This design comes from an exercise in tuning for small area, a short achievable clock period and few clock cycles per item on the open sky130 flow, not from production work. Function was checked by simulation only, so behaviour that the tests miss may differ from the original.

the baseline:
==> flow/design.v <==
package rsa_pkg;
  localparam int PW_DEF  = 16;
  localparam int NW_DEF  = 2 * PW_DEF;
  localparam int DIV_LAT = NW_DEF;
endpackage
import rsa_pkg::*;
module rsa_seq_div
#(
  parameter int W = rsa_pkg::DIV_LAT
) (
  input  logic         clk,
  input  logic         rst,
  input  logic         start,
  input  logic [W-1:0] dividend,
  input  logic [W-1:0] divisor,
  output logic [W-1:0] quot,
  output logic [W-1:0] rem,
  output logic         done
);
  localparam int CW = $clog2(W + 1);
  logic [W-1:0]  rem_q, quo_q, dsr_q;
  logic [CW-1:0] cnt;
  logic          active;
  logic [W-1:0]  src_rem, src_quo, src_dsr, nxt_rem, nxt_quo;
  logic [W:0]    trial;
  logic          qbit;
  always_comb begin
    src_rem = start ? '0       : rem_q;
    src_quo = start ? dividend : quo_q;
    src_dsr = start ? divisor  : dsr_q;
    trial   = {src_rem, src_quo[W-1]};
    if (trial >= {1'b0, src_dsr}) begin
      nxt_rem = W'(trial - {1'b0, src_dsr});
      qbit    = 1'b1;
    end else begin
      nxt_rem = trial[W-1:0];
      qbit    = 1'b0;
    end
    nxt_quo = {src_quo[W-2:0], qbit};
  end
  always_ff @(posedge clk) begin
    if (rst) begin
      active <= 1'b0;
      done   <= 1'b0;
      cnt    <= '0;
    end else begin
      done <= 1'b0;
      if (start) begin
        active <= 1'b1;
        cnt    <= CW'(1);
      end else if (active) begin
        cnt <= cnt + CW'(1);
        if (cnt == CW'(W - 1)) begin
          active <= 1'b0;
          done   <= 1'b1;
        end
      end
    end
  end
  always_ff @(posedge clk) begin
    if (start || active) begin
      rem_q <= nxt_rem;
      quo_q <= nxt_quo;
    end
    if (start) dsr_q <= divisor;
  end
  assign quot = quo_q;
  assign rem  = rem_q;
endmodule
module rsa_key_setup
#(
  parameter int PW = rsa_pkg::PW_DEF
) (
  input  logic            clk,
  input  logic            rst,
  input  logic            start,
  input  logic [PW-1:0]   p,
  input  logic [PW-1:0]   q,
  input  logic [2*PW-1:0] ext_e,
  output logic            busy,
  output logic            done,
  output logic [2*PW-1:0] n,
  output logic [2*PW-1:0] e_o,
  output logic [2*PW-1:0] d,
  output logic            invalid
);
  logic        in_idle, in_mul, in_gcd;
  logic [2:0]  cnt;
  logic        borrow, case2, pqbad, phiodd, first, ltf;
  logic [31:0] phr;           
  logic [32:0] a, t;
  logic [32:0] ca1, ct1, ct2;
  logic        ca2s;          
  logic [32:0] ca2;
  assign ca2 = {ca2s, d};
  logic        tz;            
  logic [1:0]  dct, dca;      
  logic        dmx;           
  logic        h2r;           
  function automatic logic [35:0] ks36(input logic [35:0] x, input logic [35:0] y);
    logic [35:0] g, p, gg, pp, g2, p2;
    g = x & y;
    p = x ^ y;
    gg = g;
    pp = p;
    for (int k = 1; k < 36; k = k * 2) begin
      g2 = gg;
      p2 = pp;
      for (int i = k; i < 36; i++) begin
        g2[i] = gg[i] | (pp[i] & gg[i-k]);
        p2[i] = pp[i] & pp[i-k];
      end
      gg = g2;
      pp = p2;
    end
    ks36 = p ^ {gg[34:0], 1'b0};
  endfunction
  logic        swap, h2;
  logic [33:0] va_x, va_y, va_sum;
  logic [35:0] va_ks;
  logic        va_zero;
  logic [32:0] t_next;
  always_comb begin
    va_x   = {t[32], t};
    va_y   = {a[32], a};
    va_ks  = ks36({{2{va_x[33]}}, va_x}, {{2{va_y[33]}}, va_y});
    va_sum = va_ks[33:0];
    va_zero = ((va_x ^ va_y) == {(va_x[32:0] | va_y[32:0]), 1'b0});
    h2     = h2r;
    if (t[0]) t_next = h2 ? {va_sum[33], va_sum[33:2]} : va_sum[33:1];
    else      t_next = h2 ? {{2{t[32]}}, t[32:2]} : {t[32], t[32:1]};
    swap   = t[0] & (va_sum[33] != t[32]);
  end
  function automatic logic [34:0] add4(input logic [34:0] x,
                                       input logic [34:0] y, input logic en_y,
                                       input logic [34:0] z, input logic en_z, input logic en_w,
                                       input logic neg_z);
    logic [34:0] yy, zx, zz, ww, s1v, c1v, s2v, c2v;
    logic [35:0] r;
    yy  = en_y ? y : 35'd0;
    zx  = neg_z ? ~z : z;
    zz  = en_z ? zx : 35'd0;
    ww  = en_w ? {zx[33:0], neg_z} : 35'd0;
    s1v = x ^ yy ^ zz;
    c1v = {(x[33:0] & yy[33:0]) | (x[33:0] & zz[33:0]) | (yy[33:0] & zz[33:0]), 1'b0};
    s2v = s1v ^ c1v ^ ww;
    c2v = {(s1v[33:0] & c1v[33:0]) | (s1v[33:0] & ww[33:0]) | (c1v[33:0] & ww[33:0]), en_z & neg_z};
    r   = ks36({s2v, 1'b1}, {c2v, en_w & neg_z});
    add4 = r[35:1];
  endfunction
  logic        yen1, zen1, zng1, wa1, yen2, zen2, zng2, wa2, wb;
  logic        sh2;
  logic [34:0] m1, m2, s1, s2;
  logic [1:0]  dct_n, dca_n;
  logic        par_n, sig_n, h2_n, p2q_n, odd_i, h2_i, bor_n;
  always_comb begin
    m1  = {3'b000, e_o};
    m2  = {3'b111, phr};
    sh2 = in_mul | (in_gcd & h2r);
    s1 = add4({{2{ct1[32]}}, ct1}, {{2{ca1[32]}}, ca1}, yen1, m1, zen1, wa1 ^ (wb & zng1), zng1);
    s2 = add4({{2{ct2[32]}}, ct2}, {{2{ca2[32]}}, ca2}, yen2, m2, zen2, wa2 ^ (wb & zng1), zng2);
    dct_n = case2 ? (sh2 ? s2[3:2] : s2[2:1]) : (sh2 ? s1[3:2] : s1[2:1]);
    dca_n = swap ? dct : dca;
    par_n = dct_n[0] ^ (t_next[0] & dca_n[0]);
    sig_n = ~(case2 ? (sh2 ? s2[34] : s2[33]) : (sh2 ? s1[34] : s1[33]));
    h2_n  = t_next[0] ? (t_next[1] ^ (swap ? t[1] : a[1])) : ~t_next[1];
    p2q_n = dct_n[1] ^ (t_next[0] & dca_n[1]) ^ (par_n & dmx)
          ^ (dct_n[0] | (t_next[0] & dca_n[0]));
    bor_n = borrow & ~ct2[0] & ~ct2[1];
    odd_i = a[0] & s2[2];
    h2_i  = a[0] ? (s2[2] ? (s2[3] ^ a[1]) : ~s2[3]) : ~a[1];
  end
  always_ff @(posedge clk) begin
    t    <= t_next;
    tz   <= t[0] & va_zero;
    ct1  <= sh2 ? s1[34:2] : s1[33:1];
    ct2  <= sh2 ? s2[34:2] : s2[33:1];
    dct  <= dct_n;
    h2r  <= h2_n;
    yen1 <= t_next[0];  zen1 <= par_n;  zng1 <= sig_n;   wa1 <= h2_n & p2q_n;
    yen2 <= t_next[0];  zen2 <= par_n;  zng2 <= ~sig_n;  wa2 <= h2_n & p2q_n;
    wb   <= h2_n & par_n;
    if (rst) begin
      in_idle <= 1'b1;
      in_mul  <= 1'b0;
      in_gcd  <= 1'b0;
      busy    <= 1'b0;
      done    <= 1'b0;
      invalid <= 1'b0;
      n       <= '0;
      e_o     <= '0;
      d       <= '0;
    end else begin
      done <= 1'b0;
      if (in_idle) begin
        busy <= 1'b0;
        if (start && !busy) begin
          busy    <= 1'b1;
          a       <= {1'b0, ext_e};
          e_o     <= {p, 16'd0};
          phr     <= {~(p - 16'd2), 16'd0};
          ct1     <= {17'd0, q};
          ct2     <= {17'd0, q};
          borrow  <= 1'b1;
          pqbad   <= (p < 16'd2) || (q < 16'd2) || (p == q);
          phiodd  <= ~p[0] & ~q[0];
          yen1    <= 1'b0;  zen1 <= q[0];   wa1 <= q[1];              zng1 <= 1'b0;
          yen2    <= 1'b0;  zen2 <= ~q[0];  wa2 <= q[1] ^ ~q[0];      zng2 <= 1'b0;
          wb      <= 1'b0;
          cnt     <= '0;
          in_idle <= 1'b0;
          in_mul  <= 1'b1;
        end
      end
      else if (in_mul) begin
        borrow <= bor_n;
        cnt    <= cnt + 3'd1;
        yen1   <= 1'b0;  zen1 <= s1[2];          wa1 <= s1[3];                      zng1 <= 1'b0;
        yen2   <= 1'b0;  zen2 <= s2[2] ^ bor_n;  wa2 <= s2[3] ^ (bor_n & ~s2[2]);   zng2 <= 1'b0;
        wb     <= 1'b0;
        if (cnt == 3'd7) begin
          in_mul <= 1'b0;
          n      <= s1[33:2];
          phr    <= s2[33:2];
          e_o    <= a[31:0];
          if (pqbad || (a[31:1] == 31'd0) || (!a[0] && !phiodd)) begin
            done    <= 1'b1;
            invalid <= 1'b1;
            d       <= '0;
            in_idle <= 1'b1;
          end else begin
            case2 <= ~a[0];
            tz    <= 1'b0;
            first <= 1'b1;
            dca   <= 2'b00;
            dct   <= 2'b11;
            dmx   <= a[0] ? a[1] : ~s2[3];
            h2r   <= h2_i;
            yen1  <= odd_i;  zen1 <= 1'b1;  zng1 <= 1'b0;
            yen2  <= odd_i;  zen2 <= 1'b1;  zng2 <= 1'b1;
            wa1   <= h2_i & (a[0] ? a[1] : ~s2[3]);
            wa2   <= h2_i & (a[0] ? a[1] : ~s2[3]);
            wb    <= h2_i;
            if (a[0]) begin
              t    <= s2[34:2];
              ca1  <= '0;
              ct1  <= {33{1'b1}};
              ca2s <= 1'b1;
              d    <= {32{1'b1}};
              ct2  <= '0;
            end else begin
              a    <= s2[34:2];
              t    <= a;
              ca1  <= {33{1'b1}};
              ct1  <= '0;
              ca2s <= 1'b0;
              d    <= 32'd0;
              ct2  <= {33{1'b1}};
            end
            in_gcd <= 1'b1;
          end
        end
      end
      else if (in_gcd) begin
        first <= 1'b0;
        if (first) ltf <= va_sum[33];
        if (tz) begin
          done    <= 1'b1;
          in_gcd  <= 1'b0;
          in_idle <= 1'b1;
          if (ltf && (a == {33{1'b1}})) begin
            invalid <= 1'b0;
            d       <= s2[31:0];
          end else begin
            invalid <= 1'b1;
            d       <= '0;
          end
        end else begin
          if (t[0] & va_zero) begin
            yen1 <= 1'b0;  zen1 <= 1'b0;  zng1 <= 1'b0;  wa1 <= 1'b0;
            yen2 <= 1'b1;  zen2 <= swap ? ct2[32] : ca2s;  zng2 <= 1'b1;  wa2 <= 1'b0;
            wb   <= 1'b0;
          end
          if (swap) begin
            a    <= t;
            ca1  <= ct1;
            ca2s <= ct2[32];
            d    <= ct2[31:0];
            dca  <= dct;
          end
        end
      end
    end
  end
endmodule
Settings: LEC_CHECK=0, CAP_MARGIN=20, CORE_MARGIN=2, CORE_UTILIZATION=40, SETUP_SLACK_MARGIN=5, SLEW_MARGIN=20; clock period 10.0 ns.
run.sh (not shown) runs the stock make flow with config.mk's settings and CLKGATE_MAP_FILE= SYNTH_SCRIPT=/design/flow/synth_recipe.tcl, a recipe that flattens the netlist after the stock synthesis.
Testbench counts of the baseline, summed over its fixed seeds: cycles 44,928, keys 1,200.
#### Input delta (the candidate over the baseline)
--- a/flow/design.v
+++ b/flow/design.v
@@ -168,21 +168,12 @@
           ^ (dct_n[0] | (t_next[0] & dca_n[0]));
     bor_n = borrow & ~ct2[0] & ~ct2[1];
     odd_i = a[0] & s2[2];
     h2_i  = a[0] ? (s2[2] ? (s2[3] ^ a[1]) : ~s2[3]) : ~a[1];
   end
   always_ff @(posedge clk) begin
-    t    <= t_next;
-    tz   <= t[0] & va_zero;
-    ct1  <= sh2 ? s1[34:2] : s1[33:1];
-    ct2  <= sh2 ? s2[34:2] : s2[33:1];
-    dct  <= dct_n;
-    h2r  <= h2_n;
-    yen1 <= t_next[0];  zen1 <= par_n;  zng1 <= sig_n;   wa1 <= h2_n & p2q_n;
-    yen2 <= t_next[0];  zen2 <= par_n;  zng2 <= ~sig_n;  wa2 <= h2_n & p2q_n;
-    wb   <= h2_n & par_n;
     if (rst) begin
       in_idle <= 1'b1;
       in_mul  <= 1'b0;
       in_gcd  <= 1'b0;
       busy    <= 1'b0;
       done    <= 1'b0;
@@ -210,17 +201,20 @@
           cnt     <= '0;
           in_idle <= 1'b0;
           in_mul  <= 1'b1;
         end
       end
       else if (in_mul) begin
+        ct1    <= s1[34:2];
+        ct2    <= s2[34:2];
         borrow <= bor_n;
         cnt    <= cnt + 3'd1;
-        yen1   <= 1'b0;  zen1 <= s1[2];          wa1 <= s1[3];                      zng1 <= 1'b0;
-        yen2   <= 1'b0;  zen2 <= s2[2] ^ bor_n;  wa2 <= s2[3] ^ (bor_n & ~s2[2]);   zng2 <= 1'b0;
-        wb     <= 1'b0;
+        zen1   <= s1[2];
+        wa1    <= s1[3];
+        zen2   <= s2[2] ^ bor_n;
+        wa2    <= s2[3] ^ (bor_n & ~s2[2]);
         if (cnt == 3'd7) begin
           in_mul <= 1'b0;
           n      <= s1[33:2];
           phr    <= s2[33:2];
           e_o    <= a[31:0];
           if (pqbad || (a[31:1] == 31'd0) || (!a[0] && !phiodd)) begin
@@ -273,16 +267,26 @@
             d       <= s2[31:0];
           end else begin
             invalid <= 1'b1;
             d       <= '0;
           end
         end else begin
+          t   <= t_next;
+          tz  <= t[0] & va_zero;
+          ct1 <= sh2 ? s1[34:2] : s1[33:1];
+          ct2 <= sh2 ? s2[34:2] : s2[33:1];
+          dct <= dct_n;
+          h2r  <= h2_n;
           if (t[0] & va_zero) begin
             yen1 <= 1'b0;  zen1 <= 1'b0;  zng1 <= 1'b0;  wa1 <= 1'b0;
             yen2 <= 1'b1;  zen2 <= swap ? ct2[32] : ca2s;  zng2 <= 1'b1;  wa2 <= 1'b0;
             wb   <= 1'b0;
+          end else begin
+            yen1 <= t_next[0];  zen1 <= par_n;  zng1 <= sig_n;   wa1 <= h2_n & p2q_n;
+            yen2 <= t_next[0];  zen2 <= par_n;  zng2 <= ~sig_n;  wa2 <= h2_n & p2q_n;
+            wb   <= h2_n & par_n;
           end
           if (swap) begin
             a    <= t;
             ca1  <= ct1;
             ca2s <= ct2[32];
             d    <= ct2[31:0];
Results
Post-CTS setup-driven buffer insertion count was lower in the baseline than in the candidate. Global-route usage came out higher on the candidate than on the baseline. Of the two values seen for end point of the critical path, t[25] was produced by the candidate and zng2 by the baseline. Final critical-path share of the clock period for the candidate: 0.84 points up relative to the baseline. Summary of the candidate over the baseline: clock skew now sits lower, die outline area now sits higher. Between the candidate and the baseline, it is the candidate whose area inside the core boundary is higher, by about 4.5%. mux4_2 as the cell with the largest stage delay on the worst path was reported by the baseline, and fa_1 by the candidate.
Testbench counts of the candidate, summed over its fixed seeds: cycles 44,928, keys 1,200.

port drivers added, routing unchanged:
Ports are ideal in the flow. The routed layouts listed here were re-timed in OpenROAD. Step 1, drivers: a clkbuf_16 drives clk and a buf_2 each remaining input, both assumed. Step 2, shift: input delay + t, output delay - t, t = (earliest + latest rising clock arrival at the registers) / 2. This alone moves slack from input paths to output paths. Three values: ideal ports, drivers, drivers and shift; two values: the first two.
run	shift t [ns]	setup WS [ns]	worst slew at a driven data input, ns	pins driven straight from the clock port
the baseline	0.648	5.038 / 5.038 / 4.564	0.04	1
the candidate	0.645	4.954 / 4.954 / 4.954	0.06	1
After both steps every run listed still meets setup and hold. The setup slack of the baseline, which loses most, moves by 0.000 ns with the drivers and by -0.474 ns with both steps.
